From an optimization exercise on the open Yosys and OpenROAD flow, aimed at a short achievable clock period and few clock cycles; shortcuts taken in it are not production practice. The RTL was checked by simulation tests, not by an equivalence proof against the original design. No activity file was given, so power comes from the tool's default toggle rates.

==> flow/design.v <==
package isa_pkg;
	localparam int xlen = 32;
	localparam int reg_count = 32;
	localparam int reg_addr_w = 5;
	typedef logic [xlen-1:0] word_t;
	typedef logic [reg_addr_w-1:0] reg_addr_t;
	typedef logic [31:0] instr_t;
	localparam logic [6:0] op_reg = 7'b0110011;
	localparam logic [6:0] op_imm = 7'b0010011;
	localparam logic [6:0] op_lui = 7'b0110111;
	localparam logic [6:0] op_auipc = 7'b0010111;
	localparam logic [6:0] op_jal = 7'b1101111;
	localparam logic [6:0] op_branch = 7'b1100011;
	localparam logic [2:0] f3_add = 3'b000;
	localparam logic [2:0] f3_sll = 3'b001;
	localparam logic [2:0] f3_slt = 3'b010;
	localparam logic [2:0] f3_sltu = 3'b011;
	localparam logic [2:0] f3_xor = 3'b100;
	localparam logic [2:0] f3_srl = 3'b101;
	localparam logic [2:0] f3_or = 3'b110;
	localparam logic [2:0] f3_and = 3'b111;
	localparam logic [2:0] f3_beq = 3'b000;
	localparam logic [2:0] f3_bne = 3'b001;
	localparam logic [2:0] f3_blt = 3'b100;
	localparam logic [2:0] f3_bge = 3'b101;
	localparam logic [2:0] f3_bltu = 3'b110;
	localparam logic [2:0] f3_bgeu = 3'b111;
	localparam int funct7_alt_pos = 5;
endpackage
package core_pkg;
	typedef enum logic [2:0] {
		cls_reg,
		cls_imm,
		cls_lui,
		cls_auipc,
		cls_jal,
		cls_branch,
		cls_none
	} op_class_t;
	localparam logic [31:0] reset_pc = 32'h0000_0000;
	localparam logic [31:0] pc_step = 32'd4;
endpackage
module riscv_core (
	input logic clk,
	input logic reset,
	output logic [31:0] o_pc_addr,
	output logic o_pc_rd,
	input logic [31:0] i_pc_rddata,
	output logic [1023:0] o_arch_regs
);
	logic run;
	logic [31:0] fpc;
	logic d_req;
	logic d_btb;
	logic d_known;
	logic [31:0] d_pc;
	logic [31:0] d_pc4;
	logic [31:0] d_pc8;
	logic [31:13] d_hb_p;
	logic [31:13] d_hb_m;
	logic [31:21] d_hj_p;
	logic [31:21] d_hj_m;
	logic x_valid;
	logic x_we;
	logic [4:0] x_rd;
	logic x_jal;
	logic x_br;
	logic x_pred;
	logic x_btb;
	logic x_ins;
	logic x_inv;
	logic x_sel_eq;
	logic x_sel_lt;
	logic x_sel_ltu;
	logic x_sub;
	logic x_sra;
	logic x_op_add;
	logic x_op_sll;
	logic x_op_slt;
	logic x_op_sltu;
	logic x_op_xor;
	logic x_op_sr;
	logic x_op_or;
	logic x_op_and;
	logic x_use_imm;
	logic [31:0] x_imm_res;
	logic [31:0] x_a;
	logic [31:0] x_b;
	logic [31:0] x_pc;
	logic [31:0] x_target;
	logic [31:0] x_fall;
	logic w_we;
	logic [4:0] w_rd;
	logic [31:0] w_data;
	logic [31:0] regs [1:31];
	localparam int btb_n = 8;
	logic btb_v [btb_n];
	logic [31:2] btb_tag [btb_n];
	logic [31:2] btb_tgt [btb_n];
	logic [2:0] btb_ptr;
	logic [31:0] sum;
	logic [31:0] sl;
	logic [32:0] sr;
	logic ltu_low;
	logic lt;
	logic ltu;
	logic eq;
	logic cond;
	logic [31:0] x_result;
	logic x_t;
	assign sum = x_a + (x_b ^ {32{x_sub}}) + {31'b0, x_sub};
	assign sl = x_a << x_b[4:0];
	assign sr = $signed({x_sra & x_a[31], x_a}) >>> x_b[4:0];
	assign eq = (x_a == x_b);
	assign ltu_low = (x_a[30:0] < x_b[30:0]);
	assign lt = (x_a[31] != x_b[31]) ? x_a[31] : ltu_low;
	assign ltu = (x_a[31] != x_b[31]) ? x_b[31] : ltu_low;
	assign x_result =
		({32{x_use_imm}} & x_imm_res) |
		({32{x_op_add}} & sum) |
		({32{x_op_sll}} & sl) |
		{31'b0, (x_op_slt & lt) | (x_op_sltu & ltu)} |
		({32{x_op_xor}} & (x_a ^ x_b)) |
		({32{x_op_sr}} & sr[31:0]) |
		({32{x_op_or}} & (x_a | x_b)) |
		({32{x_op_and}} & (x_a & x_b));
	assign cond = x_inv ^ ((x_sel_eq & eq) | (x_sel_lt & lt) | (x_sel_ltu & ltu));
	assign x_t = x_jal || (x_br && cond);
	logic [31:0] w;
	logic [6:0] opcode;
	logic [4:0] rs1;
	logic [4:0] rs2;
	logic [4:0] rd;
	logic [2:0] f3;
	logic is_reg;
	logic is_imm;
	logic is_lui;
	logic is_auipc;
	logic is_jal;
	logic is_br;
	logic is_alu;
	logic [31:0] imm_i;
	logic [31:0] imm_u;
	logic [13:0] lo_b;
	logic [21:0] lo_j;
	logic [31:0] tgt_b;
	logic [31:0] tgt_j;
	logic [31:0] d_target;
	logic pred_br;
	logic d_pred;
	logic [31:0] rv1;
	logic [31:0] rv2;
	logic [31:0] fwd1;
	logic [31:0] fwd2;
	assign w = i_pc_rddata;
	assign opcode = w[6:0];
	assign rs1 = w[19:15];
	assign rs2 = w[24:20];
	assign rd = w[11:7];
	assign f3 = w[14:12];
	assign is_reg = (opcode == 7'b0110011);
	assign is_imm = (opcode == 7'b0010011);
	assign is_lui = (opcode == 7'b0110111);
	assign is_auipc = (opcode == 7'b0010111);
	assign is_jal = (opcode == 7'b1101111);
	assign is_br = (opcode == 7'b1100011);
	assign is_alu = is_reg || is_imm;
	assign imm_i = {{20{w[31]}}, w[31:20]};
	assign imm_u = {w[31:12], 12'b0};
	assign lo_b = {1'b0, d_pc[12:0]} + {1'b0, w[31], w[7], w[30:25], w[11:8], 1'b0};
	assign lo_j = {1'b0, d_pc[20:0]} + {1'b0, w[31], w[19:12], w[20], w[30:21], 1'b0};
	always_comb begin
		tgt_b[12:0] = lo_b[12:0];
		case ({w[31], lo_b[13]})
			2'b01: tgt_b[31:13] = d_hb_p;
			2'b10: tgt_b[31:13] = d_hb_m;
			default: tgt_b[31:13] = d_pc[31:13];
		endcase
		tgt_j[20:0] = lo_j[20:0];
		case ({w[31], lo_j[21]})
			2'b01: tgt_j[31:21] = d_hj_p;
			2'b10: tgt_j[31:21] = d_hj_m;
			default: tgt_j[31:21] = d_pc[31:21];
		endcase
	end
	assign d_target = is_jal ? tgt_j : tgt_b;
	always_comb begin
		if (rs1 == rs2) begin
			pred_br = (f3 == 3'b000) || (f3 == 3'b101) || (f3 == 3'b111);
		end else if (f3 == 3'b110 && rs2 == 5'd0) begin
			pred_br = 1'b0;
		end else if (f3 == 3'b111 && rs1 == 5'd0) begin
			pred_br = 1'b0;
		end else begin
			pred_br = !((f3 == 3'b000) || (f3 == 3'b010) || (f3 == 3'b011));
		end
	end
	assign d_pred = is_jal || (is_br && pred_br);
	always_comb begin
		if (rs1 == 5'd0) begin
			rv1 = 32'd0;
		end else if (w_we && w_rd == rs1) begin
			rv1 = w_data;
		end else begin
			rv1 = regs[rs1];
		end
		if (rs2 == 5'd0) begin
			rv2 = 32'd0;
		end else if (w_we && w_rd == rs2) begin
			rv2 = w_data;
		end else begin
			rv2 = regs[rs2];
		end
	end
	assign fwd1 = (x_valid && x_we && x_rd == rs1) ? x_result : rv1;
	assign fwd2 = (x_valid && x_we && x_rd == rs2) ? x_result : rv2;
	logic [btb_n-1:0] btb_match;
	logic btb_hit;
	logic [31:2] btb_out;
	logic kill_nr;
	logic live_nr;
	logic d_redir;
	logic [31:0] next_nr;
	logic [31:0] next_t;
	logic [31:0] next_n;
	logic redir_t;
	logic redir_n;
	logic kill_t;
	logic kill_n;
	logic x_redirect;
	logic x_kill;
	always_comb begin
		btb_out = '0;
		for (int i = 0; i < btb_n; i++) begin
			btb_match[i] = btb_v[i] && (btb_tag[i] == fpc[31:2]);
			btb_out = btb_out | ({30{btb_match[i]}} & btb_tgt[i]);
		end
	end
	assign btb_hit = |btb_match;
	assign kill_nr = x_valid && x_pred && !x_btb;
	assign live_nr = d_req && !kill_nr;
	assign d_redir = live_nr && d_pred && !d_btb;
	always_comb begin
		if (d_redir) begin
			next_nr = d_target;
		end else if (run && btb_hit) begin
			next_nr = {btb_out, 2'b00};
		end else if (run) begin
			next_nr = fpc + 32'd4;
		end else begin
			next_nr = fpc;
		end
	end
	assign redir_t = x_valid && !x_pred;
	assign redir_n = x_valid && x_pred;
	assign next_t = redir_t ? x_target : next_nr;
	assign next_n = redir_n ? x_fall : next_nr;
	assign kill_t = x_valid && !x_btb;
	assign kill_n = x_valid && x_btb;
	assign x_redirect = x_t ? redir_t : redir_n;
	assign x_kill = x_t ? kill_t : kill_n;
	always_ff @(posedge clk) begin
		if (reset) begin
			run <= 1'b0;
			fpc <= 32'd0;
			d_req <= 1'b0;
			d_btb <= 1'b0;
			x_valid <= 1'b0;
			w_we <= 1'b0;
		end else begin
			run <= 1'b1;
			fpc <= x_t ? next_t : next_n;
			d_req <= run && !x_redirect;
			d_btb <= run && btb_hit && !x_redirect && !d_redir;
			x_valid <= d_req && !x_kill;
			w_we <= x_valid && x_we;
		end
	end
	always_ff @(posedge clk) begin
		d_pc <= fpc;
		d_known <= btb_hit;
		x_pred <= (d_btb || d_pred) && !x_redirect;
		x_btb <= d_btb && !x_redirect;
		x_ins <= d_pred && !d_known;
		x_we <= (is_alu || is_lui || is_auipc || is_jal) && (rd != 5'd0);
		x_rd <= rd;
		x_jal <= is_jal;
		x_br <= is_br && (f3[2:1] != 2'b01);
		x_inv <= f3[0];
		x_sel_eq <= (f3[2:1] == 2'b00);
		x_sel_lt <= (f3[2:1] == 2'b10);
		x_sel_ltu <= (f3[2:1] == 2'b11);
		x_sub <= is_reg && w[30];
		x_sra <= w[30];
		x_op_add <= is_alu && (f3 == 3'b000);
		x_op_sll <= is_alu && (f3 == 3'b001);
		x_op_slt <= is_alu && (f3 == 3'b010);
		x_op_sltu <= is_alu && (f3 == 3'b011);
		x_op_xor <= is_alu && (f3 == 3'b100);
		x_op_sr <= is_alu && (f3 == 3'b101);
		x_op_or <= is_alu && (f3 == 3'b110);
		x_op_and <= is_alu && (f3 == 3'b111);
		x_use_imm <= is_lui || is_auipc || is_jal;
		x_imm_res <= is_lui ? imm_u : (is_auipc ? (d_pc + imm_u) : d_pc4);
		x_a <= fwd1;
		x_b <= (is_reg || is_br) ? fwd2 : imm_i;
		x_pc <= d_pc;
		x_target <= d_target;
		x_fall <= d_btb ? d_pc4 : d_pc8;
		w_rd <= x_rd;
		w_data <= x_result;
	end
	always_ff @(posedge clk) begin
		d_pc4 <= fpc + 32'd4;
		d_pc8 <= fpc + 32'd8;
		d_hb_p <= fpc[31:13] + 19'd1;
		d_hb_m <= fpc[31:13] - 19'd1;
		d_hj_p <= fpc[31:21] + 11'd1;
		d_hj_m <= fpc[31:21] - 11'd1;
	end
	always_ff @(posedge clk) begin
		if (reset) begin
			for (int i = 1; i < 32; i++) begin
				regs[i] <= 32'd0;
			end
		end else if (w_we) begin
			regs[w_rd] <= w_data;
		end
	end
	always_ff @(posedge clk) begin
		if (reset) begin
			for (int i = 0; i < btb_n; i++) begin
				btb_v[i] <= 1'b0;
			end
			btb_ptr <= '0;
		end else if (x_valid && x_ins) begin
			btb_v[btb_ptr] <= 1'b1;
			btb_ptr <= btb_ptr + 1'b1;
		end
	end
	always_ff @(posedge clk) begin
		if (x_valid && x_ins) begin
			btb_tag[btb_ptr] <= x_pc[31:2];
			btb_tgt[btb_ptr] <= x_target[31:2];
		end
	end
	assign o_pc_addr = fpc;
	assign o_pc_rd = run;
	always_comb begin
		o_arch_regs[31:0] = 32'd0;
		for (int i = 1; i < 32; i++) begin
			o_arch_regs[i*32 +: 32] = regs[i];
		end
	end
endmodule
==> flow/run.sh <==
#!/bin/bash
# synth_recipe.tcl (not shown) runs the flow's synth.tcl, then flattens the netlist and writes it again
# the make line also repeats each setting of config.mk as NAME=value (left out here)
make -C /OpenROAD-flow-scripts/flow DESIGN_CONFIG=/design/flow/config.mk WORK_HOME=/design/flow/orfs CLKGATE_MAP_FILE= SYNTH_SCRIPT=/design/flow/synth_recipe.tcl finish
==> flow/config.mk <==
export PLATFORM = sky130hd
export DESIGN_NAME = riscv_core
export DESIGN_NICKNAME = riscv_core
export VERILOG_FILES = /design/flow/design.v
export SDC_FILE = /design/flow/constraint.sdc
export NUM_CORES = 4
export LEC_CHECK = 0
export ABC_AREA = 0
export ABC_CLOCK_PERIOD_IN_PS = 3000
export CAP_MARGIN = 20
export CORE_MARGIN = 2
export CORE_UTILIZATION = 40
export SETUP_SLACK_MARGIN = 5
export SLEW_MARGIN = 20
==> flow/constraint.sdc <==
create_clock -name core_clock -period 9.0 [get_ports {clk}]
set_input_delay 1.8000 -clock core_clock [delete_from_list [all_inputs] [get_ports {clk}]]
set_output_delay 1.8000 -clock core_clock [all_outputs]
set_load 0.01 [all_outputs]
==> summary.md <==
| Metric | Value |
|---|---|
| Worst-path cell with the longest stage delay | `or3_4` |
| Hold path depth | `0` |
| Worst-path cell chain | `buf_12 > ha_4 > a21o_1 > a221oi_4 > a21oi_2 > nand2b_4 > a211o_1 > a31o_2 > a21o_1 > a21o_4 > ha_4 > or3_4 > buf_12 > o221ai_4 > mux2i_1 > a221oi_1` |
| FMAX | `0.226 GHz` |
| Hold Buf Count CTS | `0` |
| Layout cell share with drive strength beyond 1 | `0.196` |
| Post-synthesis area per instance | `13.0 sq um` |
| Clk root buf | `clkbuf_16` |
| FF-to-FF setup slack | `4.96 ns` |
| HP Start | `fpc[0]` |
| Die area | `253,000 sq um` |
| EDFF count, synth | `1,504` |
| Detailed Route Iter0 Violations | `12.2k` |
| WP data arrival | `5.23 ns` |
| Syn Std Cell Area | `99,700 sq um` |
| Gp weighted congestion | `1.01` |
| Most area-consuming cells after synthesis | `edfxtp_1 (45%), mux4_2 (12%), dfxtp_1 (9.1%), and2_1 (6.3%), xnor2_1 (2.8%)` |
| Clock tree buffer depth | `3` |
| First-pass GRT wire length | `686,000 microns` |
| Vias | `79.3k` |
| Rel. slew slack | `0.235` |
| Pin count of the biggest net entering global routing | `93` |
| Static leakage | `0.0457 uW` |
| Final std cell area, no fill | `126,000 sq um` |
| Outcome | `timing/DRC/antenna clean` |
| Worst-margin pin slew | `1.15 ns` |
| Post-Synth Adder-Cell Area | `0.0235` |
| Largest family of logic cells by synthesized area | `multiplexers` |
| CP top delay family | `compound AO/OA/AOI/OAI gates` |
| Horiz. Die Dim | `503 microns` |
| Rows | `183` |
| Htree depth | `4` |
| #FFs+latches synth | `1,955` |
| Hpwl dp | `355,000 microns` |
| Final ANT Viol Nets | `0` |
| Crit path depth | `16` |
| Core Box Area | `248,000 sq um` |
| Initial antenna violation count | `61` |
| Cells after Synth | `7,690` |
| Reg clk slew, reported paths | `0.06 ns` |
| Min Tclk post-route | `4.43 ns` |
| Crit end category | `flip-flop` |
| WS Path Type | `in2reg` |
| Simple-gate share of the synthesized area | `0.118` |
| Critical path peak fanout | `6` |
| Area growth syn-to-layout | `26.3%` |
| Clock latency on the worst-skew pair | `0.93 ns` |
| Filler instances | `21.4k` |
| Final wirelength | `525,000 microns` |
| Yosys warning count | `1` |
| Height of the die | `503 microns` |
| Endpoints failing setup | `0` |
| Vias in the first global route | `74.8k` |
| Post-synthesis cell type count | `84` |
| Setup TNS | `0 ns` |
| Most frequent cells in the layout | `edfxtp_1 (1,504), and2_1 (1,001), clkdlybuf4s50_1 (991)` |
| Drt drc | `0` |
| Synth Area in Compound Gates | `0.0818` |
| WP data required | `9.80 ns` |
| Seq. cell area | `54,300 sq um` |
| Startpoint types | `input pin` |
| Commonest non-fill, non-tap cell in the layout | `edfxtp_1` |
| Max Slew Vio Count | `0` |
| Unrepaired setup endpoints after global routing | `yes` |
| Placed cell area | `115,000 sq um` |
| GR Overflow Total | `0` |
| Power per Cell Area | `182 nW/um^2` |
| Hold EP | `d_pc[0]` |
| Vias per Instance | `6.46` |
| Initial Util | `0.402` |
| Seq/Total Area, Yosys | `0.544` |
| Cts bufs inserted | `212` |
| Final Skew | `0.100 ns` |
| Post-synth top flop | `edfxtp_1` |
| WHS | `0.423 ns` |
| GRT Util Overall | `0.400` |
| Post-synth ARST share | `0` |
| Final-stage net count | `8,959` |
| IO buf count | `1,058` |
| Clock net sink count | `1,955` |
| Worst hold path class | `reg2reg` |
| Routed wire per std cell | `42.8 microns` |
| Period utilization | `0.492` |
| Peak per-stage delay on the critical path | `0.40 ns` |
| Worst flop-to-flop path endpoint | `fpc[22]` |
| Reg2Reg Depth | `13` |
| Maximum VDD drop | `0.196 mV` |
| Post-Synth XOR/XNOR Area | `0.0406` |
| WP buf/inv | `2` |
| Area of the multi-input gates | `44,100 sq um` |
| CTS tree | `built` |
| 1st-pass router iterations | `7` |
| IO Count | `1,091` |
| Post-synth top area cell | `edfxtp_1` |
| Mux contribution to synthesized area | `0.158` |
| Max_cap viols | `0` |
| Final Hold Vio Count | `0` |
| Worst r2r src | `fpc[29]` |
| Synth top area share | `0.453` |
==> through the flow <==
stage / setup slack (ns) / std cells / total power [uW] / utilization
2_1_floorplan: 3.45 / 7721 / 12100 / -
3_3_place_gp: 2.48 / 11700 / 13600 / 0.462
3_5_place_dp: 2.49 / 11700 / 13600 / 0.462
4_1_cts: 4.54 / 12200 / 22700 / 0.502
5_1_grt: 4.50 / 12300 / 23300 / 0.507
6_report: 4.57 / 12300 / 22900 / 0.507
==> logic make-up (layout without fill, tap and decap cells) <==
kind of cell,Yosys count,count (layout)
adders and majority gates,185,185
muxes,877,878
buffers and inverters,840,2036
and+or+nand+nor,2154,2154
other,1,51
DFF,1955,1955
xor gates and xnor gates,462,462
AOI/OAI and AO/OA,1216,1218
==> worst register-to-register path, delay by kind of cell, from the launching register on <==
family | cells | cell delay (ns)
flops | 1 | 0.61
mux | 1 | 0.17
buf+inv | 3 | 1.02
xor+xnor | 1 | 0.20
compound gates | 3 | 0.86
simple gates | 5 | 1.07
==> final cells by class <==
| type | count | area share |
|---|---|---|
| clock buffers | 281 | 0.0464 |
| multi-input cells | 4929 | 0.350 |
| repair buffers | 1498 | 0.124 |
| diodes | 19 | 0.000378 |
| inverters | 142 | 0.00475 |
| well taps | 3330 | 0.0331 |
| clock inverters | 113 | 0.0101 |
| flip-flops and latches | 1955 | 0.431 |
| repair inverters | 2 | 0.000139 |
==> sequential cells by signal (all words and copies together) (netlist names), 18 cells and up <==
register	flops
x_pc	30
d_pc8	29
d_hb_p	18
x_imm_res	32
d_pc4	30
w_data	32
x_target	32
fpc	32
x_a	32
regs	1024
x_fall	32
btb_tag	240
x_b	32
d_pc	32
btb_tgt	240
d_hb_m	19
==> repair_timing <==
action	4_1_cts	5_1_grt
setup buffers	109	52
setup endpoints to repair	283	116
pin swaps	53	45
resized for setup	356	122
cloned	19	11
==> how the worst max path moves through the flow <==
stage | startpoint | endpoint | slack, ns
after floorplan | reset | regs[28][0] | 3.45
after global placement | i_pc_rddata[26] | fpc[21] | 2.48
after detailed placement | i_pc_rddata[26] | fpc[21] | 2.49
after CTS | i_pc_rddata[28] | fpc[27] | 4.54
after global routing | i_pc_rddata[26] | fpc[27] | 4.50
final | i_pc_rddata[26] | fpc[27] | 4.57
==> routing by layer <==
metal	part of all wire	GRT usage
met5	0.00037	0
met4	0.092	0.278
met3	0.13	0.142
met2	0.43	0.602
met1	0.34	0.480
==> power by group <==
part | leakage, uW | internal (uW) | switching (uW) | total [uW]
Combinational | 0.0236 | 1370 | 2050 | 3420
Clock | 0.00347 | 5050 | 3990 | 9040
Sequential | 0.0187 | 10000 | 396 | 10400
==> cells in the mapped netlist (131+ instances only) <==
master and n:
clkbuf_1 491, inv_1 132, a221oi_1 131, nor2_1 322
o21ai_0 311, mux4_2 547, nand2_1 347, and2_1 1004
edfxtp_1 1504, ha_1 181, a21oi_1 247, dfxtp_1 451
xor2_1 141, a22oi_1 151, xnor2_1 321, mux2i_1 239
Testbench counts, summed over its fixed seeds: cycles 66,128.

[port drivers added, routing unchanged]
No port has a modelled driver above. Below, the same layout with a new extraction and two added sets of constraints. Step 1: set_driving_cell puts a clkbuf_16 on clk and a buf_2 on each other input, an assumption about the parent block. Step 2 times the ports against the registers' clock, not the clock port: input delays grow and output delays shrink by t, the midpoint of the rising clock arrivals with the driver on. a / b / c = ideal / step 1 / step 2; a / b = the first two.
t, ns: 0.991
slack for setup (ns): 4.569 / 4.402 / 3.412
clock arrival spread, ns: 0.107 / 0.107
After both steps setup and hold are still met in this run. The setup slack of this run moves by -0.167 ns with the drivers and by -1.157 ns with both steps.
